Source: an optimization exercise on an open RTL-to-GDS flow (aim: small area and a short achievable clock period). Production flows keep margins and buffers that such runs may drop. Only simulation tests tie the RTL to the original design; equivalence was not proved. Power figures rest on the tool's default switching activity, not on a simulated workload. The flow treats the clock pin as an ideal source, which a real chip does not have.

`flow/design.v`:
```
`default_nettype none
package xbar_pkg;
	localparam int PORT_COUNT = 4;
	localparam int PORT_WIDTH = 2;
	localparam int CTRL_WIDTH = 8;
	localparam int DATA_WIDTH = 32;
	localparam int DEST_LSB = 0;
	localparam int QUEUE_DEPTH = 8;
	localparam int PTR_WIDTH = $clog2(QUEUE_DEPTH);
	localparam int COUNT_WIDTH = PTR_WIDTH + 1;
	localparam logic [COUNT_WIDTH-1:0] QUEUE_FULL_COUNT = COUNT_WIDTH'(QUEUE_DEPTH);
	localparam int WORD_WIDTH = CTRL_WIDTH + DATA_WIDTH;
	localparam int CTRL_LSB = DATA_WIDTH;
	localparam int BEAT_WIDTH = WORD_WIDTH + 1;
	localparam int VALID_BIT = WORD_WIDTH;
	localparam int GRANT_WIDTH = PORT_WIDTH + 1;
	localparam int GRANT_VALID_BIT = PORT_WIDTH;
endpackage
`default_nettype wire
`default_nettype none
module ingress_queue (
	input  wire logic                            clk,
	input  wire logic                            rst,
	input  wire logic                            write,
	input  wire logic [xbar_pkg::WORD_WIDTH-1:0] word_in,
	input  wire logic                            pop,
	output logic [xbar_pkg::WORD_WIDTH-1:0]      head,
	output logic [xbar_pkg::PORT_COUNT-1:0]      req
);
	localparam int D  = xbar_pkg::QUEUE_DEPTH;
	localparam int W  = xbar_pkg::WORD_WIDTH;
	localparam int P  = xbar_pkg::PORT_COUNT;
	localparam int DL = xbar_pkg::CTRL_LSB + xbar_pkg::DEST_LSB;
	logic [D-1:0][W-1:0] mem;
	logic [D-1:0] rd_oh;
	logic [D-1:0] wr_sel;
	logic [D-1:0] rd_next;
	logic [D-1:0] wr_rot;
	assign rd_next = {rd_oh[D-2:0], rd_oh[D-1]};
	assign wr_rot  = {wr_sel[D-2:0], wr_sel[D-1]};
	logic full;
	logic empty;
	logic more;
	logic last_free;
	logic do_write;
	assign full  = ~|wr_sel;
	assign empty = ~|req;
	assign more  = ~empty & ~|(wr_sel & rd_next);
	assign last_free = |(wr_rot & rd_oh);
	assign do_write = write & ~full;
	always_ff @(posedge clk) begin
		for (int k = 0; k < D; k++) begin
			if (wr_sel[k]) begin
				mem[k] <= word_in;
			end
		end
	end
	always_comb begin
		head = '0;
		for (int k = 0; k < D; k++) begin
			head = head | ({W{rd_oh[k]}} & mem[k]);
		end
	end
	logic [xbar_pkg::PORT_WIDTH-1:0] next_dest;
	always_comb begin
		next_dest = '0;
		for (int k = 0; k < D; k++) begin
			next_dest = next_dest | ({xbar_pkg::PORT_WIDTH{rd_oh[(k + D - 1) % D]}} & mem[k][DL +: xbar_pkg::PORT_WIDTH]);
		end
	end
	logic [P-1:0] in_req;
	logic [P-1:0] next_req;
	always_comb begin
		in_req   = '0;
		next_req = '0;
		in_req[word_in[DL +: xbar_pkg::PORT_WIDTH]] = do_write;
		next_req[next_dest] = 1'b1;
	end
	logic [D-1:0] wr_keep;
	assign wr_keep = do_write ? wr_rot : (wr_sel | ({D{full}} & rd_oh));
	always_ff @(posedge clk or negedge rst) begin
		if (!rst) begin
			wr_sel <= D'(1);
		end else begin
			wr_sel <= (pop | ~(full | (do_write & last_free))) ? wr_keep : '0;
		end
	end
	always_ff @(posedge clk or negedge rst) begin
		if (!rst) begin
			rd_oh <= D'(1);
		end else if (pop) begin
			rd_oh <= rd_next;
		end
	end
	always_ff @(posedge clk or negedge rst) begin
		if (!rst) begin
			req <= '0;
		end else if (pop) begin
			req <= more ? next_req : in_req;
		end else if (empty) begin
			req <= in_req;
		end
	end
endmodule
`default_nettype wire
`default_nettype none
module port_allocator (
	input  wire logic [xbar_pkg::PORT_COUNT*xbar_pkg::PORT_COUNT-1:0] req,
	output logic [xbar_pkg::PORT_COUNT-1:0]                           pop,
	output logic [xbar_pkg::PORT_COUNT*xbar_pkg::PORT_COUNT-1:0]      grant,
	output logic [xbar_pkg::PORT_COUNT-1:0]                           grant_valid
);
	localparam int P = xbar_pkg::PORT_COUNT;
	always_comb begin
		pop = '0;
		for (int p = 0; p < P; p++) begin
			logic taken;
			taken = 1'b0;
			for (int i = 0; i < P; i++) begin
				grant[p*P + i] = req[i*P + p] & ~taken;
				taken = taken | req[i*P + p];
				pop[i] = pop[i] | grant[p*P + i];
			end
			grant_valid[p] = taken;
		end
	end
endmodule
`default_nettype wire
`default_nettype none
module output_switch (
	input  wire logic                                                 clk,
	input  wire logic                                                 rst,
	input  wire logic [xbar_pkg::PORT_COUNT*xbar_pkg::PORT_COUNT-1:0] grant,
	input  wire logic [xbar_pkg::PORT_COUNT-1:0]                      grant_valid,
	input  wire logic [xbar_pkg::PORT_COUNT*xbar_pkg::WORD_WIDTH-1:0] head,
	output logic [xbar_pkg::PORT_COUNT*xbar_pkg::BEAT_WIDTH-1:0]      egress
);
	localparam int P  = xbar_pkg::PORT_COUNT;
	localparam int W  = xbar_pkg::WORD_WIDTH;
	localparam int DL = xbar_pkg::CTRL_LSB + xbar_pkg::DEST_LSB;
	localparam int DH = DL + xbar_pkg::PORT_WIDTH;
	for (genvar p = 0; p < P; p++) begin : g_egress
		logic [W-1:0] selected;
		logic         valid_q;
		logic [W-1:0] word_q;
		always_comb begin
			selected = '0;
			for (int i = 0; i < P; i++) begin
				selected = selected | ({W{grant[p*P + i]}} & head[i*W +: W]);
			end
		end
		always_ff @(posedge clk or negedge rst) begin
			if (!rst) begin
				valid_q <= 1'b0;
			end else begin
				valid_q <= grant_valid[p];
			end
		end
		always_ff @(posedge clk) begin
			word_q <= selected;
		end
		logic [xbar_pkg::PORT_WIDTH-1:0] dest;
		always_ff @(posedge clk) begin
			for (int b = 0; b < xbar_pkg::PORT_WIDTH; b++) begin
				dest[b] <= (((p >> b) & 1) != 0) ? grant_valid[p] : ~grant_valid[p];
			end
		end
		assign egress[p*xbar_pkg::BEAT_WIDTH +: xbar_pkg::BEAT_WIDTH] = {valid_q, word_q[W-1:DH], dest, word_q[DL-1:0]};
	end
endmodule
`default_nettype wire
`default_nettype none
module xbar_top (
	input  wire logic                                                 clk,
	input  wire logic                                                 rst,
	input  wire logic [xbar_pkg::PORT_COUNT*xbar_pkg::BEAT_WIDTH-1:0] ingress,
	output wire logic [xbar_pkg::PORT_COUNT*xbar_pkg::BEAT_WIDTH-1:0] egress
);
	localparam int P = xbar_pkg::PORT_COUNT;
	wire logic [P*xbar_pkg::WORD_WIDTH-1:0] head;
	wire logic [P*P-1:0]                    req;
	wire logic [P-1:0]                      pop;
	wire logic [P*P-1:0]                    grant;
	wire logic [P-1:0]                      grant_valid;
	for (genvar i = 0; i < P; i++) begin : g_queue
		ingress_queue u_ingress_queue (
			.clk     (clk),
			.rst     (rst),
			.write   (ingress[i*xbar_pkg::BEAT_WIDTH + xbar_pkg::VALID_BIT]),
			.word_in (ingress[i*xbar_pkg::BEAT_WIDTH +: xbar_pkg::WORD_WIDTH]),
			.pop     (pop[i]),
			.head    (head[i*xbar_pkg::WORD_WIDTH +: xbar_pkg::WORD_WIDTH]),
			.req     (req[i*P +: P])
		);
	end
	port_allocator u_port_allocator (
		.req         (req),
		.pop         (pop),
		.grant       (grant),
		.grant_valid (grant_valid)
	);
	output_switch u_output_switch (
		.clk         (clk),
		.rst         (rst),
		.grant       (grant),
		.grant_valid (grant_valid),
		.head        (head),
		.egress      (egress)
	);
endmodule
`default_nettype wire
```
`flow/run.sh`:
```
#!/bin/bash
# synth_recipe.tcl (not shown) runs the flow's synth.tcl, then flattens the netlist and writes it again
# the make line also repeats each setting of config.mk as NAME=value (left out here)
make -C /OpenROAD-flow-scripts/flow DESIGN_CONFIG=/design/flow/config.mk WORK_HOME=/design/flow/orfs CLKGATE_MAP_FILE= SYNTH_SCRIPT=/design/flow/synth_recipe.tcl finish
```
`flow/config.mk`:
```
export PLATFORM = sky130hd
export DESIGN_NAME = xbar_top
export DESIGN_NICKNAME = xbar_top
export VERILOG_FILES = /design/flow/design.v
export SDC_FILE = /design/flow/constraint.sdc
export NUM_CORES = 4
export LEC_CHECK = 0
export CAP_MARGIN = 20
export CORE_MARGIN = 2
export CORE_UTILIZATION = 40
export SETUP_SLACK_MARGIN = 2.0
export SLEW_MARGIN = 20
export TNS_END_PERCENT = 5
```
`flow/constraint.sdc`:
```
create_clock -name core_clock -period 4.2 [get_ports {clk}]
set_input_delay 0.8400 -clock core_clock [delete_from_list [all_inputs] [get_ports {clk}]]
set_output_delay 0.8400 -clock core_clock [all_outputs]
set_load 0.01 [all_outputs]
```
==> key figures, run 1 <==
Synthesis
  • Synth Area in Simple Gates: 4.470%
  • Post-synth EDFFs: 1,280
  • XOR/XNOR Fraction of Synth Area: 0%
  • Post-Synthesis Cells: 3,368
  • Top cells by count, synth: 1,280 x edfxtp_1, 970 x a22oi_1, 236 x nand2_1
  • Synth Area in Compound Gates: 13.98%
  • Mux contribution to synthesized area: 0.8941%
  • Cell Area, Synth: 55,560 µm²
  • Primary FF master, synth: edfxtp_1
  • Most common cell in the synthesized netlist: edfxtp_1
  • Adder-Cell Fraction of Synth Area: 0.09008%
  • Ys async rst share: 5.519%
  • Synth cell types: 58
  • Post-synthesis sequential area ratio: 78.68%
  • FF+latch count, synth: 1,522
  • Largest family of logic cells by synthesized area: compound AO/OA/AOI/OAI gates
  • Post-Syn Nets: 3,538
  • Syn. warnings: 3
  • Synth top area cells: edfxtp_1 69%, a22oi_1 13%, dfxtp_1 5.7%
  • Largest area contributor in the netlist: edfxtp_1
  • Top cell type's share of synthesized area: 69.18%
  • Post-Syn Area per Cell: 16.50 µm²

Power
  • PD cells: 482.7 nW/µm²
  • Max IR drop VDD: 359.3 µV
  • Comb pwr share: 2.7%
  • P_sw: 6.771 mW
  • Total Power: 32.59 mW
  • Clock share of power: 42.8%
  • Pint: 25.82 mW
  • Sequential fraction of design power: 54.5%
  • Leakage: 24.05 nW
  • Switching Fraction: 20.78%

Floorplanning
  • Die Ht: 376.7 µm
  • Core box area: 137,700 µm²
  • Starting Density: 40.36%
  • Die Wd: 376.7 µm
  • Row cnt: 136
  • Die area: 141,900 µm²
  • Ports: 330

Worst setup path
  • Crit start category: flip-flop
  • Crit-path max FO: 24
  • Cell depth of the worst flop-to-flop path: 5
  • CP endpoint kind: flip-flop
  • Crit path DAT: 2.99 ns
  • CP Class: flip-flop to flip-flop
  • Crit path required time: 4.78 ns

Routing
  • Routed Antenna Nets: 0
  • Iteration-0 DRC Markers: 5,236
  • Via density per instance: 6.233
  • WL/cell: 32.24 µm
  • Residual DRC: 0
  • Routed WL: 184.2 mm
  • DR pass1 iterations: 9
  • Vias: 35,610

Clocking
  • CTS Buf Count: 155
  • Num Clock Sinks: 1,522
  • Root Driver: clkbuf_16
  • Hold buffer count at CTS: 0
  • Clock buffer depth: 3
  • Reg clk slew, reported paths: 0.06 ns
  • CTS tree: built
  • Worst skew pair latency: 0.79 ns
  • H-tree Lvls: 4

Place
  • Post-DP Area: 60,990 µm²
  • Placed cells: 5,331
  • Port bufs: 329
  • RePlAce Congestion: 0.8889
  • Dpl hpwl: 112.1 mm
  • Placement Setup Slack: 1.359 ns

Finish
  • Layout cells sized above 1: 16.83%
  • Post-Layout Cell Count: 5,713
  • Area delta synth->final: 21.53%
  • Nets: 3,952
  • # fillers: 11,440
  • Post-Route Utilization: 49.05%
  • Final instance area: 67,520 µm²

GRT
  • First-pass GRT wire length: 251.6 mm
  • Total GRT Usage: 25.02%
  • Grt total ovfl: 0
  • Largest net degree at the start of global routing: 47
  • Initial antenna violation count: 44
  • Number of global-route vias before repair: 32,710

STA
  • Fin. Hold Viols: 0
  • Slew of the pin with the lowest slew margin: 0.8301 ns
  • Hold WS: 0.1600 ns
  • Final worst-path cycle share: 57.24%
  • Post-route setup TNS: 0 ns
  • Setup repair after global routing missed its margin: true
  • Slew HR: 44.66%
  • PnR worst setup slack: 1.796 ns
  • # setup viols final: 0
  • Tmin final: 2.404 ns
  • Clk_skew: 0.04207 ns
  • Final Slew Violations: 0
  • Fmax: 416.0 MHz

Status
  • Outcome: no timing/DRC/antenna violations

Run
  • Max-cap viol count: 0

Worst hold path
  • Hold crit path type: input pin to async pin
==> power groups by stage <==
stage | sequential, mW | clock [mW] | combinational (mW)
finish | 17.8 | 13.9 | 0.880
CTS | 17.8 | 14.1 | 0.882
global placement | 18.2 | 0 | 0.595
global route | 17.8 | 14.7 | 0.923
floorplan | 18.1 | 0 | 0.0530
detailed placement | 18.2 | 0 | 0.606
==> cell usage in the layout (no fill, tap or decap), types with 8 or more instances in the layout <==
cell                n
dfrtp_2            30
nand4_1           168
buf_12             11
bufinv_16          15
dfrtp_1            14
edfxtp_1         1280
clkbuf_8           14
inv_6               8
a22oi_1           970
clkdlybuf4s15_1    25
clkinv_1           16
dfxtp_2            92
buf_4             136
dfrtp_4            32
or4_1              10
a21oi_1            25
clkdlybuf4s50_1   164
dfxtp_1            38
mux2_2             16
nand2_1           236
a221oi_1            9
clkinv_2           22
nor2_1             16
inv_1              23
clkbuf_16         163
diode_2             9
clkbuf_1           38
dfxtp_4            28
buf_6              23
mux2i_1            26
dlygate4sd2_1     128
==> worst paths after layout <==
path	start	endpoint	slack, ns
max	g_queue[1].u_ingress_queue.rd_oh[3]	u_output_switch.g_egress[2].word_q[23]	1.80
min in group core_clock	g_queue[0].u_ingress_queue.wr_sel[4]	g_queue[0].u_ingress_queue.mem[192]	0.54
max reg2reg	g_queue[1].u_ingress_queue.rd_oh[3]	u_output_switch.g_egress[2].word_q[23]	1.80
max in group asynchronous	rst	g_queue[2].u_ingress_queue.wr_sel[0]	3.14
min	rst	g_queue[0].u_ingress_queue.req[0]	0.16
min reg2reg	g_queue[0].u_ingress_queue.wr_sel[4]	g_queue[0].u_ingress_queue.mem[192]	0.54
==> state kept, by name, indices dropped and copies added (netlist names) <==
| register | count |
|---|---|
| u_output_switch.g_egress.word_q | 152 |
| g_queue.u_ingress_queue.mem | 1280 |
| g_queue.u_ingress_queue.wr_sel | 32 |
| u_output_switch.g_egress.valid_q | 4 |
| g_queue.u_ingress_queue.rd_oh | 32 |
| u_output_switch.g_egress.dest | 6 |
| g_queue.u_ingress_queue.req | 16 |
==> critical path, stage by stage, from the launching register on <==
cell     delay [ns]
dfrtp_2        0.63
buf_4          0.37
a22oi_1        0.22
nand4_1        0.42
a22oi_1        0.29
nand2_1        0.27
==> layer usage <==
metal	up-vias	global-route usage, %	wire [µm]
met1	18200	35.16	72580
met5	-	0	163
li1	14730	-	-
met4	24	9.532	7154
met2	2299	35.94	80610
met3	361	8.269	23670
==> kinds of logic after synthesis <==
logic type | after synthesis
AO/OA/AOI/OAI | 1041
AND/OR/NAND/NOR | 485
multiplexers | 47
buffers and inverters | 269
flip-flops | 1522
adder cells (fa/ha/maj) | 4
==> cell type report <==
class                   instances  area, µm²  share of cell area [%]
flip-flops and latches       1522      44100                   65.31
diodes                          9      22.52                 0.03336
well taps                    1794       2245                   3.324
clock buffers                 210       4289                   6.352
repair buffers                503       4887                   7.238
multi-input cells            1577      11000                   16.29
inverters                      23      86.33                  0.1279
clock inverters                75      890.9                   1.319
==> repair_timing <==
action,in CTS,in global routing
endpoints found under the setup margin,346,364
hold endpoints to repair,0,0
cloned,3,4
pin swaps,12,28
resized for setup,409,53
setup buffers,26,55
==> run 2, diff against run 1 <==
--- a/flow/design.v
+++ b/flow/design.v
@@ -26,5 +26,6 @@
 	input  wire logic                            pop,
 	output logic [xbar_pkg::WORD_WIDTH-1:0]      head,
-	output logic [xbar_pkg::PORT_COUNT-1:0]      req
+	output logic [xbar_pkg::PORT_COUNT-1:0]      req,
+	output logic [xbar_pkg::PORT_COUNT-1:0]      req_data
 );
 	localparam int D  = xbar_pkg::QUEUE_DEPTH;
@@ -56,8 +57,12 @@
 		end
 	end
+	logic [D-1:0] rd_data;
+	always_ff @(posedge clk) begin
+		rd_data <= pop ? rd_next : rd_oh;
+	end
 	always_comb begin
 		head = '0;
 		for (int k = 0; k < D; k++) begin
-			head = head | ({W{rd_oh[k]}} & mem[k]);
+			head = head | ({W{rd_data[k]}} & mem[k]);
 		end
 	end
@@ -93,12 +98,23 @@
 		end
 	end
+	logic [P-1:0] req_next;
+	always_comb begin
+		if (pop) begin
+			req_next = more ? next_req : in_req;
+		end else if (empty) begin
+			req_next = in_req;
+		end else begin
+			req_next = req;
+		end
+	end
 	always_ff @(posedge clk or negedge rst) begin
 		if (!rst) begin
 			req <= '0;
-		end else if (pop) begin
-			req <= more ? next_req : in_req;
-		end else if (empty) begin
-			req <= in_req;
-		end
+		end else begin
+			req <= req_next;
+		end
+	end
+	always_ff @(posedge clk) begin
+		req_data <= req_next;
 	end
 endmodule
@@ -180,4 +196,5 @@
 	wire logic [P*xbar_pkg::WORD_WIDTH-1:0] head;
 	wire logic [P*P-1:0]                    req;
+	wire logic [P*P-1:0]                    req_data;
 	wire logic [P-1:0]                      pop;
 	wire logic [P*P-1:0]                    grant;
@@ -185,18 +202,27 @@
 	for (genvar i = 0; i < P; i++) begin : g_queue
 		ingress_queue u_ingress_queue (
-			.clk     (clk),
-			.rst     (rst),
-			.write   (ingress[i*xbar_pkg::BEAT_WIDTH + xbar_pkg::VALID_BIT]),
-			.word_in (ingress[i*xbar_pkg::BEAT_WIDTH +: xbar_pkg::WORD_WIDTH]),
-			.pop     (pop[i]),
-			.head    (head[i*xbar_pkg::WORD_WIDTH +: xbar_pkg::WORD_WIDTH]),
-			.req     (req[i*P +: P])
+			.clk      (clk),
+			.rst      (rst),
+			.write    (ingress[i*xbar_pkg::BEAT_WIDTH + xbar_pkg::VALID_BIT]),
+			.word_in  (ingress[i*xbar_pkg::BEAT_WIDTH +: xbar_pkg::WORD_WIDTH]),
+			.pop      (pop[i]),
+			.head     (head[i*xbar_pkg::WORD_WIDTH +: xbar_pkg::WORD_WIDTH]),
+			.req      (req[i*P +: P]),
+			.req_data (req_data[i*P +: P])
 		);
 	end
+	wire logic [P-1:0]   pop_data;
+	wire logic [P*P-1:0] grant_ctrl;
 	port_allocator u_port_allocator (
 		.req         (req),
 		.pop         (pop),
+		.grant       (grant_ctrl),
+		.grant_valid (grant_valid)
+	);
+	port_allocator u_port_allocator_data (
+		.req         (req_data),
+		.pop         (pop_data),
 		.grant       (grant),
-		.grant_valid (grant_valid)
+		.grant_valid ()
 	);
 	output_switch u_output_switch (
==> flow/flow/run.sh (new file) <==
#!/bin/bash
# Standard ORFS layout (the standard.sh, standard synthesis unchanged), with
# two changes: ports get the smallest buffer (timing repair upsizes the ones that
# need it), and clock tree synthesis adds no dummy loads.
set -euo pipefail
bash standard.sh \
	BUFFER_PORTS_ARGS="-buffer_cell sky130_fd_sc_hd__buf_1" \
	CTS_ARGS="-sink_clustering_enable -repair_clock_nets -dont_use_dummy_load" \
	finish > standard.log 2>&1
==> flow/standard.sh (new file) <==
#!/bin/bash
# synth_recipe.tcl (not shown) runs the flow's synth.tcl, then flattens the netlist and writes it again
# the make line also repeats each setting of config.mk as NAME=value (left out here)
make -C /OpenROAD-flow-scripts/flow DESIGN_CONFIG=/design/flow/config.mk WORK_HOME=/design/flow/orfs CLKGATE_MAP_FILE= SYNTH_SCRIPT=/design/flow/synth_recipe.tcl "${@:-finish}"
removed: flow/run.sh
==> run 2 against run 1 <==
Hold slack gained 0.010 ns. Die area rose by 1.8%. Worst setup slack better by 0.040 ns. Register-to-register slack gained 0.04 ns. Clock power shrank 14%. Non-clock buffer count decreased by 75. Combinational power grew to 3.6 times the previous value. Critical endpoint is now g_queue[1].u_ingress_queue.wr_sel[5].
==> key figures, run 2 <==
Status
  • Outcome: no timing/DRC/antenna violations

Synthesis
  • Most common cell in the synthesized netlist: edfxtp_1
  • FF+latch count, synth: 1,570 (+3.2%)
  • Synth cell types: 58 (unchanged)
  • Post-synthesis sequential area ratio: 78.98% (+0.30 points)
  • Ys async rst share: 5.350% (-0.17 points)
  • Syn. warnings: 3 (unchanged)
  • Cell Area, Synth: 56,570 µm² (+1.8%)
  • Post-Syn Area per Cell: 16.67 µm² (+1.0%)
  • Primary FF master, synth: edfxtp_1
  • Post-synth EDFFs: 1,280 (unchanged)
  • Synth top area cells: edfxtp_1 68%, a22oi_1 13%, dfxtp_1 7.3%
  • Top cells by count, synth: 1,280 x edfxtp_1, 969 x a22oi_1, 206 x dfxtp_1
  • Post-Synthesis Cells: 3,394 (+0.77%)
  • Largest area contributor in the netlist: edfxtp_1
  • Top cell type's share of synthesized area: 67.95% (-1.2 points)
  • Post-Syn Nets: 3,564 (+0.73%)

Finish
  • Layout cells sized above 1: 10.13% (-6.7 points)
  • Most common cell after layout, fill and taps aside: edfxtp_1
  • Commonest cells after routing, fill and taps aside: 1,280 x edfxtp_1, 969 x a22oi_1, 328 x buf_1, 203 x nand2_1, 174 x dfxtp_1
  • Top Registers: g_queue.u_ingress_queue.mem (1280), u_output_switch.g_egress.word_q (152)
  • Post-Layout Cell Count: 5,660 (-0.93%)
  • Nets: 3,942 (-0.25%)
  • Max reg flops: 1,280 (unchanged)
  • Final instance area: 64,440 µm² (-4.6%)
  • Register name with the most flops: g_queue.u_ingress_queue.mem
  • Area delta synth->final: 13.92%
  • Post-Route Utilization: 46.07% (-3.0 points)

Place
  • Placement Setup Slack: 1.342 ns (-0.01736 ns)
  • Post-DP Area: 60,060 µm² (-1.5%)
  • Port bufs: 329 (unchanged)
  • Placed cells: 5,463 (+2.5%)
  • RePlAce Congestion: 0.8518 (-4.2%)
  • Dpl hpwl: 111.6 mm (-0.39%)

STA
  • Clk_skew: 0.06376 ns (+0.02170 ns)
  • Fmax: 423.0 MHz (+1.7%)
  • Post-route setup TNS: 0 ns (unchanged)
  • Final worst-path cycle share: 56.28% (-0.96 points)
  • Fin. Hold Viols: 0 (unchanged)
  • Final Slew Violations: 0 (unchanged)
  • PnR worst setup slack: 1.836 ns (+0.04030 ns)
  • Hold WS: 0.1705 ns (+0.01050 ns)
  • Setup repair after global routing missed its margin: true
  • # setup viols final: 0 (unchanged)
  • Slew of the pin with the lowest slew margin: 1.133 ns (+0.3026 ns)
  • Slew HR: 24.48% (-20 points)
  • Tmin final: 2.364 ns (-0.04030 ns)

GRT
  • Number of global-route vias before repair: 32,670 (-0.13%)
  • Initial antenna violation count: 44 (unchanged)
  • First-pass GRT wire length: 251.0 mm (-0.24%)
  • Total GRT Usage: 24.18% (-0.83 points)
  • Largest net degree at the start of global routing: 48 (+2.1%)
  • Grt total ovfl: 0 (unchanged)

Floorplanning
  • Die area: 144,400 µm² (+1.8%)
  • Die Ht: 380.1 µm (+0.89%)
  • Die Wd: 380.1 µm (+0.89%)
  • Row cnt: 137 (+0.74%)
  • Ports: 330 (unchanged)
  • Starting Density: 40.44% (+0.083 points)
  • Core box area: 139,900 µm² (+1.6%)

Routing
  • Via density per instance: 6.210 (-0.37%)
  • WL/cell: 31.72 µm (-1.6%)
  • Routed WL: 179.6 mm (-2.5%)
  • Residual DRC: 0 (unchanged)
  • Met1 Wirelength: 72.64 mm (about the same)
  • Routed Antenna Nets: 0 (unchanged)
  • WL met2: 79.27 mm (-1.7%)
  • Vias: 35,150 (-1.3%)
  • Highest Signal Layer: met5
  • Met3 WL: 21.02 mm (-11%)
  • DR pass1 iterations: 7 (-2)
  • Iteration-0 DRC Markers: 4,500 (-14%)

Worst setup path
  • CP startpoint: g_queue[1].u_ingress_queue.wr_sel[1]
  • FF-to-FF setup slack: 1.84 ns (+0.04 ns)
  • CP Class: flip-flop to flip-flop
  • Crit-path max FO: 45 (+88%)
  • R2R Path Start: g_queue[1].u_ingress_queue.wr_sel[1]
  • Cell depth of the worst flop-to-flop path: 5 (unchanged)
  • Crit path required time: 4.83 ns (+0.05 ns)
  • Critical Path End: g_queue[1].u_ingress_queue.wr_sel[5]
  • Crit path DAT: 3.00 ns (about the same)
  • CP endpoint kind: flip-flop
  • Worst reg2reg path endpoint: g_queue[1].u_ingress_queue.wr_sel[5]
  • Crit start category: flip-flop

Power
  • P_sw: 9.017 mW (+33%)
  • Sequential fraction of design power: 58.6% (+4.1 points)
  • Comb pwr share: 8.7% (+6.0 points)
  • Max IR drop VDD: 339.1 µV (-5.6%)
  • Clock share of power: 32.8% (-10 points)
  • Switching Fraction: 24.94% (+4.2 points)
  • Total Power: 36.16 mW (+11%)
  • PD cells: 561.1 nW/µm² (+16%)
  • Leakage: 22.23 nW (-7.6%)
  • Pint: 27.14 mW (+5.1%)

Clocking
  • Reg clk slew, reported paths: 0.06 ns (about the same)
  • CTS Buf Count: 159 (+2.6%)
  • CTS tree: built
  • Root Driver: clkbuf_16
  • H-tree Lvls: 4 (unchanged)
  • Num Clock Sinks: 1,570 (+3.2%)
  • Worst skew pair latency: 0.78 ns (about the same)
  • Clock buffer depth: 3 (unchanged)
  • Hold buffer count at CTS: 0 (unchanged)

Worst hold path
  • Hold crit path type: input pin to async pin

Run
  • Max-cap viol count: 0 (unchanged)
## run 2: how the worst min path moves through the flow
stage                                                   start                                   end  slack [ns]
after floorplan           g_queue[0].u_ingress_queue.rd_oh[0]  g_queue[0].u_ingress_queue.wr_sel[0]        0.48
after global placement    g_queue[2].u_ingress_queue.rd_oh[0]  g_queue[2].u_ingress_queue.wr_sel[0]        0.53
after detailed placement  g_queue[2].u_ingress_queue.rd_oh[0]  g_queue[2].u_ingress_queue.wr_sel[0]        0.53
after CTS                                                 rst   g_queue[3].u_ingress_queue.rd_oh[2]        0.17
after global routing                                      rst   u_output_switch.g_egress[3].valid_q        0.22
final                                                     rst   u_output_switch.g_egress[2].valid_q        0.17
## run 2: logic make-up after synthesis
| group | count (synthesis) | synth area share (%) |
|---|---|---|
| AOI/OAI and AO/OA | 1051 | 13.86 |
| buffers and inverters | 227 | 1.575 |
| muxes | 55 | 1.060 |
| DFF | 1570 | 78.98 |
| adders and majority gates | 4 | 0.08848 |
| and+or+nand+nor | 487 | 4.442 |
## run 2: critical path: stages (launching register included)
cell and delay, ns:
dfrtp_4 0.77, or4_4 0.54, or2_1 0.35, mux2_1 0.34
o22ai_1 0.16, nor2_1 0.07
## run 2: repair_timing
item	in CTS	in global routing
buffers inserted	15	9
setup endpoints to repair	186	226
resized for setup	20	9
pin swaps	3	9
## run 2: area by class of cell
type                    count  area [µm²]
clock buffers             159        3979
fillers                 12170       75430
well taps                1876        2347
multi-input cells        1597       11100
flip-flops and latches   1570       44800
repair buffers            428        2121
inverters                  16       60.06
diodes                     14       35.03
## run 2: layer usage
metal  vias to the layer above  global-route usage [%]
met5                         -                       0
met1                     18040                   33.83
met4                        48                   9.436
met2                      2039                   35.09
met3                       351                   7.661
li1                      14670                       -
## run 2: power by group through the flow
stage | sequential, mW | combinational (mW) | clock [mW]
after floorplan | 21.6 | 0.824 | 0
after CTS | 21.2 | 3.10 | 12.0
final | 21.2 | 3.13 | 11.9
after detailed placement | 21.7 | 2.75 | 0
after global placement | 21.6 | 2.72 | 0
after global routing | 21.4 | 3.25 | 12.6
==> run 3, diff against run 2 <==
--- a/flow/config.mk
+++ b/flow/config.mk
@@ -9,5 +9,5 @@
 export CORE_MARGIN = 2
 export CORE_UTILIZATION = 40
-export SETUP_SLACK_MARGIN = 2.0
+export SETUP_SLACK_MARGIN = 2.3
 export SLEW_MARGIN = 20
 export TNS_END_PERCENT = 5
==> run 3 against run 2 <==
Non-clock buffer count is 93 higher. Largest power group unchanged. Via count up 2.1%. Clock skew rose by 0.031 ns. Combinational power rose by about 30%. Register-to-register slack gained 0.17 ns. Critical endpoint is now u_output_switch.g_egress[2].word_q[4]. Critical path type unchanged. Area after synthesis unchanged. Die area stayed put. Synthesized cell count is the same.
==> key figures, run 3 <==
Status
  • Outcome: no timing/DRC/antenna violations

Worst setup path
  • Crit-path max FO: 21 (-53%)
  • Worst reg2reg path endpoint: u_output_switch.g_egress[2].word_q[4]
  • CP endpoint kind: flip-flop
  • FF-to-FF setup slack: 2.01 ns (+0.17 ns)
  • Critical path's slowest cell: dfxtp_2
  • Crit start category: flip-flop
  • Cell depth of the worst flop-to-flop path: 5 (unchanged)
  • Largest stage delay, worst path: 0.48 ns (-0.29 ns)
  • CP Class: flip-flop to flip-flop
  • Crit-path most repeated cell: a22oi_1
  • Crit path required time: 4.83 ns (about the same)
  • Crit-path cells: buf_4, a22oi_1, nand4_1, a22oi_1, nand2_1
  • R2R Path Start: g_queue[3].u_ingress_queue.rd_data[1]
  • Crit path DAT: 2.82 ns (-0.18 ns)

Clocking
  • Num Clock Sinks: 1,570 (unchanged)
  • Clock buffer depth: 3 (unchanged)
  • CTS Buf Count: 162 (+1.9%)
  • Root Driver: clkbuf_16
  • H-tree Lvls: 4 (unchanged)
  • Worst skew pair latency: 0.81 ns (+0.03 ns)
  • CTS tree: built
  • Reg clk slew, reported paths: 0.06 ns (about the same)

Floorplanning
  • Die Ht: 380.1 µm (unchanged)
  • Row cnt: 137 (unchanged)
  • Die area: 144,400 µm² (unchanged)
  • Die Wd: 380.1 µm (unchanged)
  • Ports: 330 (unchanged)
  • Starting Density: 40.44% (unchanged)
  • Core box area: 139,900 µm² (unchanged)

STA
  • Clk_skew: 0.09461 ns (+0.03085 ns)
  • Post-route setup TNS: 0 ns (unchanged)
  • Fin. Hold Viols: 0 (unchanged)
  • Setup repair after global routing missed its margin: true
  • Slew HR: 34.43% (+9.9 points)
  • # setup viols final: 0 (unchanged)
  • Tmin final: 2.190 ns (-0.1735 ns)
  • PnR worst setup slack: 2.010 ns (+0.1735 ns)
  • Fmax: 456.5 MHz (+7.9%)
  • Final worst-path cycle share: 52.15% (-4.1 points)
  • Slew of the pin with the lowest slew margin: 0.9791 ns (-0.1536 ns)
  • Final Slew Violations: 0 (unchanged)

Synthesis
  • Top cells by count, synth: 1,280 x edfxtp_1, 969 x a22oi_1, 206 x dfxtp_1
  • Post-Synthesis Cells: 3,394 (unchanged)
  • Largest area contributor in the netlist: edfxtp_1
  • Primary FF master, synth: edfxtp_1
  • Post-synth EDFFs: 1,280 (unchanged)
  • Most common cell in the synthesized netlist: edfxtp_1
  • Ys async rst share: 5.350% (unchanged)
  • Top cell type's share of synthesized area: 67.95% (unchanged)
  • Post-synthesis sequential area ratio: 78.98% (unchanged)
  • Post-Syn Nets: 3,564 (unchanged)
  • FF+latch count, synth: 1,570 (unchanged)
  • Cell Area, Synth: 56,570 µm² (unchanged)
  • Synth top area cells: edfxtp_1 68%, a22oi_1 13%, dfxtp_1 7.3%
  • Synth cell types: 58 (unchanged)
  • Syn. warnings: 3 (unchanged)
  • Post-Syn Area per Cell: 16.67 µm² (unchanged)

Finish
  • Post-Route Utilization: 47.19% (+1.1 points)
  • Nets: 4,039 (+2.5%)
  • Max reg flops: 1,280 (unchanged)
  • Commonest cells after routing, fill and taps aside: 1,280 x edfxtp_1, 968 x a22oi_1, 275 x buf_1, 202 x nand2_1, 167 x nand4_1
  • Layout cells sized above 1: 15.67% (+5.5 points)
  • Final instance area: 66,000 µm² (+2.4%)
  • Multi-input combinational cell area: 11,310 µm² (+1.9%)
  • # fillers: 11,980 (-1.6%)
  • Register name with the most flops: g_queue.u_ingress_queue.mem
  • Most common cell after layout, fill and taps aside: edfxtp_1
  • Top Registers: g_queue.u_ingress_queue.mem (1280), u_output_switch.g_egress.word_q (152)
  • Area delta synth->final: 16.68%
  • FF/Latch Area: 44,930 µm² (+0.29%)

Power
  • Sequential fraction of design power: 56.5% (-2.1 points)
  • Leakage: 23.15 nW (+4.1%)
  • Switching Fraction: 25.30% (+0.37 points)
  • Pint: 27.62 mW (+1.7%)
  • PD cells: 560.2 nW/µm² (-0.17%)
  • Clock share of power: 32.5% (-0.3 points)
  • Max IR drop VDD: 311.4 µV (-8.2%)
  • P_sw: 9.356 mW (+3.8%)
  • Comb pwr share: 11.0% (+2.3 points)

Routing
  • Routed Antenna Nets: 0 (unchanged)
  • Residual DRC: 0 (unchanged)
  • Routed WL: 184.9 mm (+3.0%)
  • Via density per instance: 6.227 (+0.27%)
  • WL/cell: 32.08 µm (+1.1%)
  • Iteration-0 DRC Markers: 4,771 (+6.0%)
  • DR pass1 iterations: 7 (unchanged)
  • Vias: 35,890 (+2.1%)

GRT
  • Grt total ovfl: 0 (unchanged)
  • Largest net degree at the start of global routing: 46 (-4.2%)
  • Total GRT Usage: 24.66% (+0.48 points)
  • Number of global-route vias before repair: 33,320 (+2.0%)
  • Initial antenna violation count: 48 (+9.1%)
  • First-pass GRT wire length: 255.2 mm (+1.7%)

Place
  • Post-DP Area: 60,060 µm² (about the same)
  • Placement Setup Slack: 1.200 ns (-0.1421 ns)
  • Port bufs: 329 (unchanged)
  • Dpl hpwl: 112.0 mm (+0.28%)
  • RePlAce Congestion: 0.8616 (+1.2%)

Run
  • Max-cap viol count: 0 (unchanged)

Worst hold path
  • Hold crit path type: input pin to async pin
==> run 3: changes by cell type in the layout (fill, tap and decap cells not counted), moves of 6 or more <==
cell	before	now
buf_1	328	275
buf_12	5	22
buf_2	0	40
buf_4	81	146
buf_8	3	12
clkbuf_16	159	165
clkbuf_2	0	9
dfxtp_1	174	134
dfxtp_2	26	43
dfxtp_4	6	29
diode_2	14	20
==> run 3: timing repair <==
| item | CTS | global route |
|---|---|---|
| setup buffers | 67 | 53 |
| cloned | 0 | 4 |
| hold buffers | 0 | 0 |
| endpoints found under the setup margin | 412 | 394 |
| gates resized for setup | 135 | 66 |
| hold endpoints to repair | 0 | 0 |
| pin swaps | 18 | 38 |
==> run 3: cells by family (layout without fill, tap and decap cells) <==
logic type      after synthesis  after routing  synth area share (%)
compound gates             1051           1051                 13.86
flops                      1570           1570                 78.98
simple gates                487            488                 4.442
other cells                   0             20                     0
buf+inv                     227            699                 1.575
mux                          55             55                 1.060
fa+ha+maj                     4              4               0.08848
==> run 3: per-stage QoR <==
step / cells / power [mW] / hold slack (ns)
after floorplan: 3394 / 22.48 / 0.4810
after global placement: 5457 / 24.29 / 0.5285
after detailed placement: 5457 / 24.43 / 0.5363
after CTS: 5686 / 36.86 / 0.1510
after global routing: 5755 / 38.00 / 0.1792
final: 5763 / 36.97 / 0.1801
==> run 3: worst max path at each step <==
stage                                                 startpoint                                     to  slack, ns
after floorplan             g_queue[1].u_ingress_queue.wr_sel[4]   g_queue[1].u_ingress_queue.wr_sel[2]       1.99
after global placement                              ingress[155]      g_queue[3].u_ingress_queue.req[2]       1.30
after detailed placement                            ingress[155]      g_queue[3].u_ingress_queue.req[2]       1.20
after CTS                 u_output_switch.g_egress[0].word_q[30]                             egress[30]       1.99
after global routing      u_output_switch.g_egress[1].word_q[30]                             egress[71]       2.00
final                      g_queue[3].u_ingress_queue.rd_data[1]  u_output_switch.g_egress[2].word_q[4]       2.01
==> run 3: area by class of cell <==
class,instances,share of cell area (%)
flip-flops and latches,1570,68.07
multi-input cells,1598,17.14
clock buffers,162,6.142
well taps,1876,3.556
diodes,20,0.07583
inverters,16,0.09100
repair buffers,521,4.927
==> run 3: routing by layer <==
layer | vias to the layer above | share of wire (%) | wire, µm | global-route usage, %
met4 | 34 | 3.6 | 6634 | 9.127
met5 | - | 0.12 | 215 | 0
met3 | 351 | 13 | 23370 | 7.914
met2 | 2194 | 44 | 82230 | 36.46
li1 | 14900 | - | - | -
met1 | 18410 | 39 | 72460 | 34.05
==> run 3: critical path: cells and delay by family (launching register included) <==
kind	cells	cell delay (ns)
AND/OR/NAND/NOR	2	0.69
AO/OA/AOI/OAI	2	0.55
buffers and inverters	1	0.32
flip-flops	1	0.48
==> run 3: power by group through the flow <==
stage	clock network, mW	registers [mW]	logic (mW)
after floorplan	0	21.7	0.823
after global placement	0	21.8	2.48
after detailed placement	0	21.9	2.51
after CTS	12.2	20.9	3.79
after global routing	12.7	21.1	4.16
final	12.0	20.9	4.06
==> run 4, diff against run 3 <==
--- a/flow/config.mk
+++ b/flow/config.mk
@@ -8,5 +8,5 @@
 export CAP_MARGIN = 20
 export CORE_MARGIN = 2
-export CORE_UTILIZATION = 40
+export CORE_UTILIZATION = 55
 export SETUP_SLACK_MARGIN = 2.3
 export SLEW_MARGIN = 20
==> run 4 against run 3 <==
Highest routed layer unchanged. Critical endpoint is now egress[46]. Largest power group unchanged. Utilization grew 17 points. Clock power decreased by 4%. Hold slack better by 0.028 ns. Area after synthesis unchanged. Final cell count decreased by 8.2%. Wire length fell by 3.8%. Critical path type is now flip-flop to output port. Fmax increased by 2.9%. Die area is 27% lower. Synthesized cell count is the same. Non-clock buffer count up 52. Sequential power hardly changed.
==> key figures, run 4 <==
Synthesis
  • Primary FF master, synth: edfxtp_1
  • Post-synthesis sequential area ratio: 78.98% (unchanged)
  • Ys async rst share: 5.350% (unchanged)
  • Top cells by count, synth: 1,280 x edfxtp_1, 969 x a22oi_1, 206 x dfxtp_1
  • Post-Synthesis Cells: 3,394 (unchanged)
  • Top cell type's share of synthesized area: 67.95% (unchanged)
  • Post-synth EDFFs: 1,280 (unchanged)
  • Largest area contributor in the netlist: edfxtp_1
  • Post-Syn Area per Cell: 16.67 µm² (unchanged)
  • FF+latch count, synth: 1,570 (unchanged)
  • Syn. warnings: 3 (unchanged)
  • Synth top area cells: edfxtp_1 68%, a22oi_1 13%, dfxtp_1 7.3%
  • Cell Area, Synth: 56,570 µm² (unchanged)
  • Post-Syn Nets: 3,564 (unchanged)
  • Most common cell in the synthesized netlist: edfxtp_1
  • Synth cell types: 58 (unchanged)

Clocking
  • Root Driver: clkbuf_16
  • CTS tree: built
  • Hold buffer count at CTS: 0 (unchanged)
  • H-tree Lvls: 4 (unchanged)
  • Reg clk slew, reported paths: 0.06 ns (about the same)
  • CTS Buf Count: 154 (-4.9%)
  • Num Clock Sinks: 1,570 (unchanged)
  • Clock buffer depth: 3 (unchanged)
  • Worst skew pair latency: 0.76 ns (-0.05 ns)

Worst setup path
  • Top delay family on crit path: flip-flops
  • Crit path required time: 3.36 ns (-1.47 ns)
  • CP endpoint kind: output port
  • Critical path's slowest cell: dfxtp_1
  • FF-to-FF setup slack: 2.10 ns (+0.09 ns)
  • Crit start category: flip-flop
  • Crit path DAT: 1.29 ns (-1.53 ns)
  • Crit-path cells: buf_1
  • Largest stage delay, worst path: 0.39 ns (-0.09 ns)
  • CP startpoint: u_output_switch.g_egress[1].word_q[5]
  • Crit-path max FO: 1 (-95%)
  • R2R Path Start: g_queue[2].u_ingress_queue.wr_sel[4]
  • CP Class: flip-flop to output port
  • CP bufs+invs: 1 (unchanged)

Power
  • PD cells: 556.7 nW/µm² (-0.61%)
  • P_sw: 9.178 mW (-1.9%)
  • Leakage: 23.30 nW (+0.66%)
  • Comb pwr share: 11.2% (+0.2 points)
  • Switching Fraction: 25.12% (-0.19 points)
  • Sequential fraction of design power: 57.3% (+0.8 points)
  • Pint: 27.36 mW (-0.93%)
  • Clock share of power: 31.5% (-1.0 points)
  • Max IR drop VDD: 360.1 µV (+16%)

STA
  • Slew of the pin with the lowest slew margin: 0.9212 ns (-0.05789 ns)
  • Final worst-path cycle share: 50.66% (-1.5 points)
  • Fmax: 470.0 MHz (+2.9%)
  • Setup repair after global routing missed its margin: true
  • Hold WS: 0.2085 ns (+0.02834 ns)
  • Clk_skew: 0.03731 ns (-0.05730 ns)
  • Post-route setup TNS: 0 ns (unchanged)
  • # setup viols final: 0 (unchanged)
  • Tmin final: 2.128 ns (-0.06265 ns)
  • Final Slew Violations: 0 (unchanged)
  • Slew HR: 38.31% (+3.9 points)
  • Fin. Hold Viols: 0 (unchanged)

Routing
  • Iteration-0 DRC Markers: 4,603 (-3.5%)
  • Vias: 35,930 (+0.12%)
  • Routed WL: 177.8 mm (-3.8%)
  • WL/cell: 33.61 µm (+4.8%)
  • Via density per instance: 6.792 (+9.1%)
  • Routed Antenna Nets: 0 (unchanged)
  • DR pass1 iterations: 6 (-1)
  • Residual DRC: 0 (unchanged)

GRT
  • Total GRT Usage: 33.15% (+8.5 points)
  • Initial antenna violation count: 28 (-42%)
  • Largest net degree at the start of global routing: 47 (+2.2%)
  • Grt total ovfl: 0 (unchanged)
  • Number of global-route vias before repair: 33,840 (+1.6%)
  • First-pass GRT wire length: 250.0 mm (-2.1%)

Worst hold path
  • Hold crit path type: input pin to async pin

Finish
  • Max reg flops: 1,280 (unchanged)
  • Register name with the most flops: g_queue.u_ingress_queue.mem
  • Layout cells sized above 1: 16.03% (+0.36 points)
  • Nets: 4,083 (+1.1%)
  • Top Registers: g_queue.u_ingress_queue.mem (1280), u_output_switch.g_egress.word_q (152)
  • Most common cell after layout, fill and taps aside: edfxtp_1
  • Commonest cells after routing, fill and taps aside: 1,280 x edfxtp_1, 968 x a22oi_1, 277 x buf_1, 203 x nand2_1, 194 x buf_4
  • Area delta synth->final: 16.03%

Place
  • Port bufs: 329 (unchanged)
  • RePlAce Congestion: 0.9158 (+6.3%)
  • Dpl hpwl: 105.7 mm (-5.6%)

Floorplanning
  • Starting Density: 55.52% (+15 points)
  • Row cnt: 117 (-15%)
  • Ports: 330 (unchanged)
  • Die area: 105,400 µm² (-27%)
  • Core box area: 101,900 µm² (-27%)
  • Die Ht: 324.7 µm (-15%)
  • Die Wd: 324.7 µm (-15%)

Status
  • Outcome: no timing/DRC/antenna violations

Run
  • Max-cap viol count: 0 (unchanged)
-- run 4: cell count changes in the layout (fill, tap and decap cells not counted), moves of 6 or more --
cell,previous run,this run
clkbuf_16,165,155
dfxtp_1,134,159
dfxtp_2,43,18
buf_4,146,194
buf_2,40,3
buf_16,2,8
diode_2,20,11
clkbuf_2,9,44
-- run 4: logic make-up (layout without fill, tap and decap cells) --
| logic type | after synthesis | count (layout) | share of synthesized area, % |
|---|---|---|---|
| AOI/OAI and AO/OA | 1051 | 1051 | 13.86 |
| other | 0 | 11 | 0 |
| DFF | 1570 | 1570 | 78.98 |
| buffers and inverters | 227 | 743 | 1.575 |
| and+or+nand+nor | 487 | 488 | 4.442 |
| muxes | 55 | 55 | 1.060 |
| adders and majority gates | 4 | 4 | 0.08848 |
-- run 4: worst paths after layout --
check | cells after the start | endpoint
setup reg to reg | 5 | g_queue[2].u_ingress_queue.wr_sel[3]
hold / removal | 1 | g_queue[3].u_ingress_queue.rd_oh[4]
min in group core_clock | 1 | g_queue[3].u_ingress_queue.mem[95]
hold reg to reg | 2 | g_queue[2].u_ingress_queue.wr_sel[0]
max in group asynchronous | 2 | g_queue[1].u_ingress_queue.rd_oh[0]
setup / recovery | 1 | egress[46]
-- run 4: through the flow --
stage	total power, mW	std cells	cell area [µm²]	setup slack [ns]	utilization [%]
3_3_place_gp	24.27	4964	59500	1.315	58.40
5_1_grt	37.60	5284	65620	2.054	64.40
6_report	36.54	5290	65630	2.072	64.41
2_1_floorplan	22.48	3394	56670	1.995	-
4_1_cts	36.49	5214	64730	1.984	63.53
3_5_place_dp	24.47	4967	59560	1.234	58.45
-- run 4: timing repair --
action                                  CTS  global route
resized for setup                        80           125
setup buffers                            92            63
hold endpoints to repair                  0             0
pin swaps                                42            39
gates cloned                              1             2
endpoints found under the setup margin  412           394
-- run 4: per-layer routing --
layer  GRT usage [%]  up-vias  part of all wire [%]
li1                -    14980                     -
met1           47.09    18370                    39
met2           49.83     2186                    45
met3           8.525      370                    12
met4           12.31       26                   4.0
met5               0        -                 0.082
-- run 4: layout make-up --
class | count | area [µm²]
Inverter | 16 | 60.06
Fill cell | 7305 | 36260
Sequential cell | 1570 | 44900
Tap cell | 1368 | 1712
Clock buffer | 154 | 3854
Antenna cell | 11 | 27.53
Multi-Input combinational cell | 1598 | 11370
Timing Repair Buffer | 573 | 3709
-- run 4: power by group through the flow --
stage          registers [mW]  clock network [mW]  logic, mW
3_3_place_gp             21.8                   0       2.43
5_1_grt                  21.2                12.2       4.23
2_1_floorplan            21.7                   0      0.823
6_report                 20.9                11.5       4.09
3_5_place_dp             22.0                   0       2.52
4_1_cts                  21.0                11.7       3.85
==> run 5, diff against run 4 <==
==> flow/flow/run.sh (replaced) <==
#!/bin/bash
# Standard ORFS layout (the standard.sh, standard synthesis unchanged), with
# three changes: ports get the smallest buffer (timing repair upsizes the ones
# that need it), clock tree synthesis adds no dummy loads, and its sink clusters
# are larger, so the tree has fewer leaf buffers.
set -euo pipefail
bash standard.sh \
	BUFFER_PORTS_ARGS="-buffer_cell sky130_fd_sc_hd__buf_1" \
	CTS_ARGS="-sink_clustering_enable -repair_clock_nets -dont_use_dummy_load -sink_clustering_size 30 -sink_clustering_max_diameter 100" \
	finish > standard.log 2>&1
--- a/flow/config.mk
+++ b/flow/config.mk
@@ -8,5 +8,5 @@
 export CAP_MARGIN = 20
 export CORE_MARGIN = 2
-export CORE_UTILIZATION = 55
+export CORE_UTILIZATION = 40
 export SETUP_SLACK_MARGIN = 2.3
 export SLEW_MARGIN = 20
==> run 5 against run 4 <==
Worst setup slack worse by 0.011 ns. Highest routed layer unchanged. Non-clock buffer count fell by 27. Global-route usage decreased by 8.9 points. Register-to-register slack got worse by 0.02 ns.
==> key figures, run 5 <==
Floorplanning
  • Core box area: 139,900 µm² (+37%)
  • Die Ht: 380.1 µm (+17%)
  • Die Wd: 380.1 µm (+17%)
  • Row cnt: 137 (+17%)
  • Starting Density: 40.44% (-15 points)
  • Die area: 144,400 µm² (+37%)
  • Ports: 330 (unchanged)

Worst hold path
  • Hold crit path type: input pin to async pin

Clocking
  • Root Driver: clkbuf_16
  • Worst skew pair latency: 0.75 ns (about the same)
  • CTS tree: built
  • CTS Buf Count: 59 (-62%)
  • Reg clk slew, reported paths: 0.11 ns (+0.05 ns)
  • Clock buffer depth: 3 (unchanged)
  • H-tree Lvls: 2 (-2)
  • Num Clock Sinks: 1,570 (unchanged)
  • Hold buffer count at CTS: 0 (unchanged)

GRT
  • Largest net degree at the start of global routing: 46 (-2.1%)
  • GRT busiest layer: met2
  • Grt total ovfl: 0 (unchanged)
  • Global Route met2 Usage: 36.81% (-13 points)
  • Number of global-route vias before repair: 32,440 (-4.2%)
  • GR Util met3: 6.475% (-2.0 points)
  • Initial antenna violation count: 45 (+61%)
  • Met1 usage: 34.28% (-13 points)
  • First-pass GRT wire length: 252.6 mm (+1.0%)
  • Total GRT Usage: 24.30% (-8.9 points)

STA
  • Post-route setup TNS: 0 ns (unchanged)
  • Fmax: 467.6 MHz (-0.52%)
  • Slew HR: 37.17% (-1.1 points)
  • # setup viols final: 0 (unchanged)
  • Final Slew Violations: 0 (unchanged)
  • Tmin final: 2.139 ns (+0.01102 ns)
  • Hold WS: 0.2047 ns (-0.003804 ns)
  • Fin. Hold Viols: 0 (unchanged)
  • Clk_skew: 0.08568 ns (+0.04837 ns)
  • Final worst-path cycle share: 50.92% (+0.26 points)
  • Slew of the pin with the lowest slew margin: 0.9405 ns (+0.01928 ns)
  • Setup repair after global routing missed its margin: true

Routing
  • DR pass1 iterations: 9 (+3)
  • Iteration-0 DRC Markers: 5,043 (+9.6%)
  • Vias: 35,400 (-1.5%)
  • Routed Antenna Nets: 0 (unchanged)
  • Via density per instance: 6.228 (-8.3%)
  • WL/cell: 32.26 µm (-4.0%)
  • Routed WL: 183.4 mm (+3.1%)
  • Residual DRC: 0 (unchanged)

Finish
  • Layout cells sized above 1: 14.89% (-1.1 points)
  • Final instance area: 63,800 µm² (-2.8%)
  • Post-Layout Cell Count: 5,683 (+7.4%)
  • Commonest cells after routing, fill and taps aside: 1,280 x edfxtp_1, 968 x a22oi_1, 259 x buf_1, 201 x nand2_1, 170 x buf_4
  • Area delta synth->final: 12.80%
  • Max reg flops: 1,280 (unchanged)
  • # fillers: 12,200 (+67%)
  • Top Registers: g_queue.u_ingress_queue.mem (1280), u_output_switch.g_egress.word_q (152)
  • Post-Route Utilization: 45.62% (-19 points)
  • Most common cell after layout, fill and taps aside: edfxtp_1
  • Register name with the most flops: g_queue.u_ingress_queue.mem
  • Nets: 3,961 (-3.0%)

Worst setup path
  • CP endpoint kind: output port
  • Crit-path max FO: 1 (unchanged)
  • CP Class: flip-flop to output port
  • Crit start category: flip-flop
  • Largest stage delay, worst path: 0.43 ns (+0.04 ns)
  • Top delay family on crit path: flip-flops
  • Crit path required time: 3.36 ns (about the same)
  • Crit path DAT: 1.30 ns (about the same)
  • CP bufs+invs: 1 (unchanged)
  • Crit-path cells: buf_6
  • Critical path's slowest cell: dfxtp_4

Power
  • PD cells: 499.4 nW/µm² (-10%)
  • Sequential fraction of design power: 65.3% (+8.0 points)
  • Pint: 23.37 mW (-15%)
  • Switching Fraction: 26.66% (+1.5 points)
  • P_sw: 8.494 mW (-7.5%)
  • Comb pwr share: 12.9% (+1.7 points)
  • Leakage: 22.12 nW (-5.1%)
  • Clock share of power: 21.8% (-9.7 points)
  • Max IR drop VDD: 317.1 µV (-12%)

Synthesis
  • Synth top area cells: edfxtp_1 68%, a22oi_1 13%, dfxtp_1 7.3%
  • Cell Area, Synth: 56,570 µm² (unchanged)
  • Most common cell in the synthesized netlist: edfxtp_1
  • Post-Syn Nets: 3,564 (unchanged)
  • Primary FF master, synth: edfxtp_1
  • Ys async rst share: 5.350% (unchanged)
  • Post-synthesis sequential area ratio: 78.98% (unchanged)
  • Top cell type's share of synthesized area: 67.95% (unchanged)
  • Post-Synthesis Cells: 3,394 (unchanged)
  • Syn. warnings: 3 (unchanged)
  • FF+latch count, synth: 1,570 (unchanged)
  • Largest area contributor in the netlist: edfxtp_1
  • Top cells by count, synth: 1,280 x edfxtp_1, 969 x a22oi_1, 206 x dfxtp_1
  • Post-Syn Area per Cell: 16.67 µm² (unchanged)
  • Synth cell types: 58 (unchanged)
  • Post-synth EDFFs: 1,280 (unchanged)

Place
  • Placed cells: 5,457 (+9.9%)
  • Dpl hpwl: 112.0 mm (+5.9%)
  • RePlAce Congestion: 0.8616 (-5.9%)
  • Post-DP Area: 60,060 µm² (+0.83%)
  • Port bufs: 329 (unchanged)

Status
  • Outcome: no timing/DRC/antenna violations

Run
  • Max-cap viol count: 0 (unchanged)
## run 5: power by group through the flow
stage	combinational, mW	clock, mW	sequential (mW)
2_1_floorplan	0.823	0	21.7
3_3_place_gp	2.48	0	21.8
3_5_place_dp	2.51	0	21.9
4_1_cts	3.89	7.04	20.8
5_1_grt	4.23	7.51	21.0
6_report	4.11	6.95	20.8
## run 5: area by class of cell
type                       count  area [µm²]  share of cell area [%]
antenna                       18       45.04                 0.07060
multi-input combinational   1598       11380                   17.84
inverter                      16       60.06                 0.09413
tap                         1876        2347                   3.679
sequential                  1570       44970                   70.47
clock buffer                  59        1476                   2.314
timing repair buffer         546        3528                   5.530
## run 5: final timing paths
path                                                          to  slack, ns  cells after the start                                    from
setup / recovery                                      egress[30]       2.06                      1  u_output_switch.g_egress[0].word_q[30]
hold / removal              g_queue[2].u_ingress_queue.wr_sel[4]       0.20                      1                                     rst
setup reg to reg           u_output_switch.g_egress[2].word_q[3]       2.08                      5   g_queue[3].u_ingress_queue.rd_data[1]
hold reg to reg             g_queue[3].u_ingress_queue.wr_sel[0]       0.55                      2     g_queue[3].u_ingress_queue.rd_oh[0]
max in group asynchronous    g_queue[3].u_ingress_queue.rd_oh[0]       3.02                      2                                     rst
min in group core_clock      g_queue[2].u_ingress_queue.mem[266]       0.43                      1                            ingress[108]
## run 5: what timing repair did
item / in CTS / in global routing
setup endpoints to repair: 412 / 378
resized for setup: 150 / 111
buffers inserted: 78 / 69
pin swaps: 34 / 48
cloned: 0 / 2
## run 5: kinds of logic after synthesis
family | count (synthesis) | synth area share, %
compound gates | 1051 | 13.86
fa+ha+maj | 4 | 0.08848
buf+inv | 227 | 1.575
flops | 1570 | 78.98
mux | 55 | 1.060
simple gates | 487 | 4.442
## run 5: metrics by stage
step | power [mW] | setup WS [ns]
after floorplan | 22.48 | 1.995
after global placement | 24.29 | 1.302
after detailed placement | 24.43 | 1.200
after CTS | 31.75 | 2.030
after global routing | 32.76 | 2.047
final | 31.86 | 2.061
## run 5: routing by layer
layer,part of all wire [%],routed length (µm),up-vias
met2,45,82440,2098
met5,0.16,287,-
met3,12,22120,310
met1,39,72270,18240
li1,-,-,14700
met4,3.4,6228,46
## run 5: worst reg2reg max path: stages, from the launching register on
cell	delay (ns)
dfxtp_2	0.50
buf_6	0.27
a22oi_1	0.21
nand4_1	0.38
a22oi_1	0.32
nand2_1	0.27
==> run 6, diff against run 5 <==
--- a/flow/config.mk
+++ b/flow/config.mk
@@ -8,5 +8,5 @@
 export CAP_MARGIN = 20
 export CORE_MARGIN = 2
-export CORE_UTILIZATION = 40
+export CORE_UTILIZATION = 55
 export SETUP_SLACK_MARGIN = 2.3
 export SLEW_MARGIN = 20
==> run 6 against run 5 <==
Power shrank 0.38%. Clock skew shrank 0.052 ns. Critical path depth is the same. Non-clock buffer count grew 24. Synthesized cell count is the same. Flip-flop and latch count is the same. Die area shrank 27%. Sequential power is essentially flat. Fmax grew 0.92%. First-iteration DRC count shrank 3.3%. Critical endpoint is now egress[83]. Largest power group unchanged.
==> key figures, run 6 <==
Clocking
  • CTS Buf Count: 58 (-1.7%)
  • Reg clk slew, reported paths: 0.11 ns (about the same)
  • Num Clock Sinks: 1,570 (unchanged)
  • Hold buffer count at CTS: 0 (unchanged)
  • H-tree Lvls: 2 (unchanged)
  • Root Driver: clkbuf_16
  • CTS tree: built
  • Worst skew pair latency: 0.73 ns (-0.02 ns)
  • Clock buffer depth: 3 (unchanged)

Routing
  • Residual DRC: 0 (unchanged)
  • WL/cell: 33.80 µm (+4.8%)
  • Routed Antenna Nets: 0 (unchanged)
  • Routed WL: 175.6 mm (-4.2%)
  • DR pass1 iterations: 7 (-2)
  • Vias: 35,260 (-0.39%)
  • Iteration-0 DRC Markers: 4,877 (-3.3%)
  • Via density per instance: 6.788 (+9.0%)

Finish
  • Most common cell after layout, fill and taps aside: edfxtp_1
  • Register name with the most flops: g_queue.u_ingress_queue.mem
  • Area delta synth->final: 11.66%
  • Top Registers: g_queue.u_ingress_queue.mem (1280), u_output_switch.g_egress.word_q (152)
  • Max reg flops: 1,280 (unchanged)
  • Commonest cells after routing, fill and taps aside: 1,280 x edfxtp_1, 968 x a22oi_1, 267 x buf_1, 203 x nand2_1, 198 x buf_4
  • Layout cells sized above 1: 14.43% (-0.45 points)
  • Nets: 3,983 (+0.56%)
  • Post-Layout Cell Count: 5,194 (-8.6%)

Place
  • Port bufs: 329 (unchanged)
  • Placed cells: 4,967 (-9.0%)
  • RePlAce Congestion: 0.9158 (+6.3%)
  • Dpl hpwl: 105.7 mm (-5.6%)

GRT
  • First-pass GRT wire length: 246.6 mm (-2.3%)
  • Largest net degree at the start of global routing: 47 (+2.2%)
  • Initial antenna violation count: 29 (-36%)
  • Grt total ovfl: 0 (unchanged)
  • Total GRT Usage: 32.50% (+8.2 points)
  • Number of global-route vias before repair: 32,910 (+1.5%)

Synthesis
  • Synth top area cells: edfxtp_1 68%, a22oi_1 13%, dfxtp_1 7.3%
  • Cell Area, Synth: 56,570 µm² (unchanged)
  • Post-synth EDFFs: 1,280 (unchanged)
  • Largest area contributor in the netlist: edfxtp_1
  • Post-Syn Nets: 3,564 (unchanged)
  • FF+latch count, synth: 1,570 (unchanged)
  • Ys async rst share: 5.350% (unchanged)
  • Most common cell in the synthesized netlist: edfxtp_1
  • Primary FF master, synth: edfxtp_1
  • Synth cell types: 58 (unchanged)
  • Post-Synthesis Cells: 3,394 (unchanged)
  • Top cells by count, synth: 1,280 x edfxtp_1, 969 x a22oi_1, 206 x dfxtp_1
  • Syn. warnings: 3 (unchanged)
  • Post-synthesis sequential area ratio: 78.98% (unchanged)
  • Post-Syn Area per Cell: 16.67 µm² (unchanged)
  • Top cell type's share of synthesized area: 67.95% (unchanged)

STA
  • Tmin final: 2.119 ns (-0.01953 ns)
  • Final Slew Violations: 0 (unchanged)
  • Final worst-path cycle share: 50.46% (-0.47 points)
  • Setup repair after global routing missed its margin: true
  • Post-route setup TNS: 0 ns (unchanged)
  • Slew of the pin with the lowest slew margin: 0.8503 ns (-0.09018 ns)
  • Clk_skew: 0.03410 ns (-0.05158 ns)
  • Slew HR: 43.19% (+6.0 points)
  • Fmax: 471.9 MHz (+0.92%)
  • Fin. Hold Viols: 0 (unchanged)
  • # setup viols final: 0 (unchanged)

Worst setup path
  • Crit-path cells: clkbuf_2
  • Critical path's slowest cell: dfxtp_2
  • CP Class: flip-flop to output port
  • Top delay family on crit path: flip-flops
  • Crit path required time: 3.36 ns (about the same)
  • CP bufs+invs: 1 (unchanged)
  • Crit path DAT: 1.28 ns (-0.02 ns)
  • Crit-path max FO: 1 (unchanged)
  • Largest stage delay, worst path: 0.41 ns (-0.02 ns)
  • Cell depth of the worst flop-to-flop path: 4 (-1)
  • CP endpoint kind: output port
  • Crit start category: flip-flop
  • CP Depth: 1 (unchanged)

Power
  • Leakage: 22.11 nW (about the same)
  • PD cells: 502.5 nW/µm² (+0.64%)
  • Total Power: 31.74 mW (-0.38%)
  • Max IR drop VDD: 357.7 µV (+13%)

Floorplanning
  • Ports: 330 (unchanged)
  • Core box area: 101,900 µm² (-27%)
  • Die Ht: 324.7 µm (-15%)
  • Starting Density: 55.52% (+15 points)
  • Die area: 105,400 µm² (-27%)
  • Die Wd: 324.7 µm (-15%)
  • Row cnt: 117 (-15%)

Run
  • Max-cap viol count: 0 (unchanged)

Status
  • Outcome: no timing/DRC/antenna violations

Worst hold path
  • Hold crit path type: input pin to async pin
-- run 6: changes by cell type in the layout (fill, tap and decap cells not counted), sizes merged --
cell    change
clkbuf     +10
buf        +13
diode       -3
nor2b       -1
-- run 6: cell families (layout without fill, tap and decap cells) --
logic type / Yosys count / after routing / synth area share (%)
buffers and inverters: 227 / 644 / 1.575
adder cells (fa/ha/maj): 4 / 4 / 0.08848
AND/OR/NAND/NOR: 487 / 487 / 4.442
flip-flops: 1570 / 1570 / 78.98
AO/OA/AOI/OAI: 1051 / 1051 / 13.86
multiplexers: 55 / 55 / 1.060
other: 0 / 15 / 0
-- run 6: area by class of cell --
type / count / area (µm²)
Clock buffer: 58 / 1451
Sequential cell: 1570 / 44910
Timing Repair Buffer: 570 / 3613
Inverter: 16 / 60.06
Antenna cell: 15 / 37.54
Fill cell: 7555 / 38720
Tap cell: 1368 / 1712
Multi-Input combinational cell: 1597 / 11380
-- run 6: power breakdown --
| group | leakage (nW) | switching (mW) | internal [mW] |
|---|---|---|---|
| Combinational | 5.51 | 3.13 | 0.951 |
| Clock | 0.715 | 4.34 | 2.48 |
| Sequential | 15.9 | 0.921 | 19.9 |
| Total | 22.1 | 8.39 | 23.4 |
-- run 6: metal layers --
layer | global-route usage [%] | part of all wire (%) | routed length [µm] | vias to the layer above
li1 | - | - | - | 14740
met1 | 47.28 | 40 | 70420 | 18250
met2 | 49.68 | 46 | 80110 | 1972
met3 | 6.943 | 11 | 18950 | 272
met4 | 10.05 | 3.4 | 5951 | 20
met5 | 0 | 0.071 | 124 | -
-- run 6: path summary, 6_finish.rpt --
path	slack (ns)	from	endpoint
min in group core_clock	0.45	ingress[121]	g_queue[2].u_ingress_queue.mem[319]
worst max-delay path	2.08	u_output_switch.g_egress[2].word_q[1]	egress[83]
max in group asynchronous	3.08	rst	g_queue[1].u_ingress_queue.rd_oh[0]
worst min register to register	0.54	g_queue[2].u_ingress_queue.rd_oh[0]	g_queue[2].u_ingress_queue.wr_sel[0]
worst max register to register	2.12	g_queue[0].u_ingress_queue.req_data[0]	u_output_switch.g_egress[0].word_q[27]
worst min-delay path	0.23	rst	g_queue[3].u_ingress_queue.rd_oh[1]
-- run 6: per-stage QoR --
stage | worst slack, ns | hold WS, ns | utilization (%) | cell area [µm²]
2_1_floorplan | 1.995 | 0.4810 | - | 56670
3_3_place_gp | 1.315 | 0.5308 | 58.40 | 59500
3_5_place_dp | 1.234 | 0.5205 | 58.45 | 59560
4_1_cts | 1.981 | 0.2113 | 61.12 | 62280
5_1_grt | 2.073 | 0.2744 | 61.97 | 63140
6_report | 2.081 | 0.2265 | 61.99 | 63160
-- run 6: what timing repair did --
action | CTS | global route
cloned | 0 | 0
resized for setup | 71 | 176
setup endpoints to repair | 412 | 393
buffers inserted | 101 | 53
pin swaps | 47 | 35
endpoints found under the hold margin | 0 | 0

[static timing again, ports no longer ideal]
Ports are ideal in the flow. The routed layouts listed here were re-timed in OpenROAD.
Step 1 (the two cells are an assumption about what drives the block):
set clk [get_ports {clk}]
set_driving_cell -lib_cell sky130_fd_sc_hd__clkbuf_16 $clk
set_driving_cell -lib_cell sky130_fd_sc_hd__buf_2 [delete_from_list [all_inputs] $clk]
Step 2 moves the port delays by t, midway between the first and last clock arrival at a register: inputs arrive t later, outputs are due t later. That takes back most of the time a late clock gives input paths.
a / b / c = ideal / step 1 / step 2; a / b = the first two.
run	t, ns	setup slack, ns	worst data-port slew with drivers (ns)
run 1	0.851	1.796 / 1.765 / 1.439	0.14
run 2	0.833	1.836 / 1.793 / 1.257	0.23
run 3	0.843	2.010 / 1.950 / 1.555	0.18
run 4	0.822	2.072 / 1.992 / 1.590	0.17
run 5	0.786	2.061 / 1.982 / 1.573	0.20
run 6	0.786	2.081 / 2.004 / 1.441	0.17
After both steps every run listed still meets setup and hold. The setup slack of run 6, which loses most, moves by -0.077 ns with the drivers and by -0.640 ns with both steps.
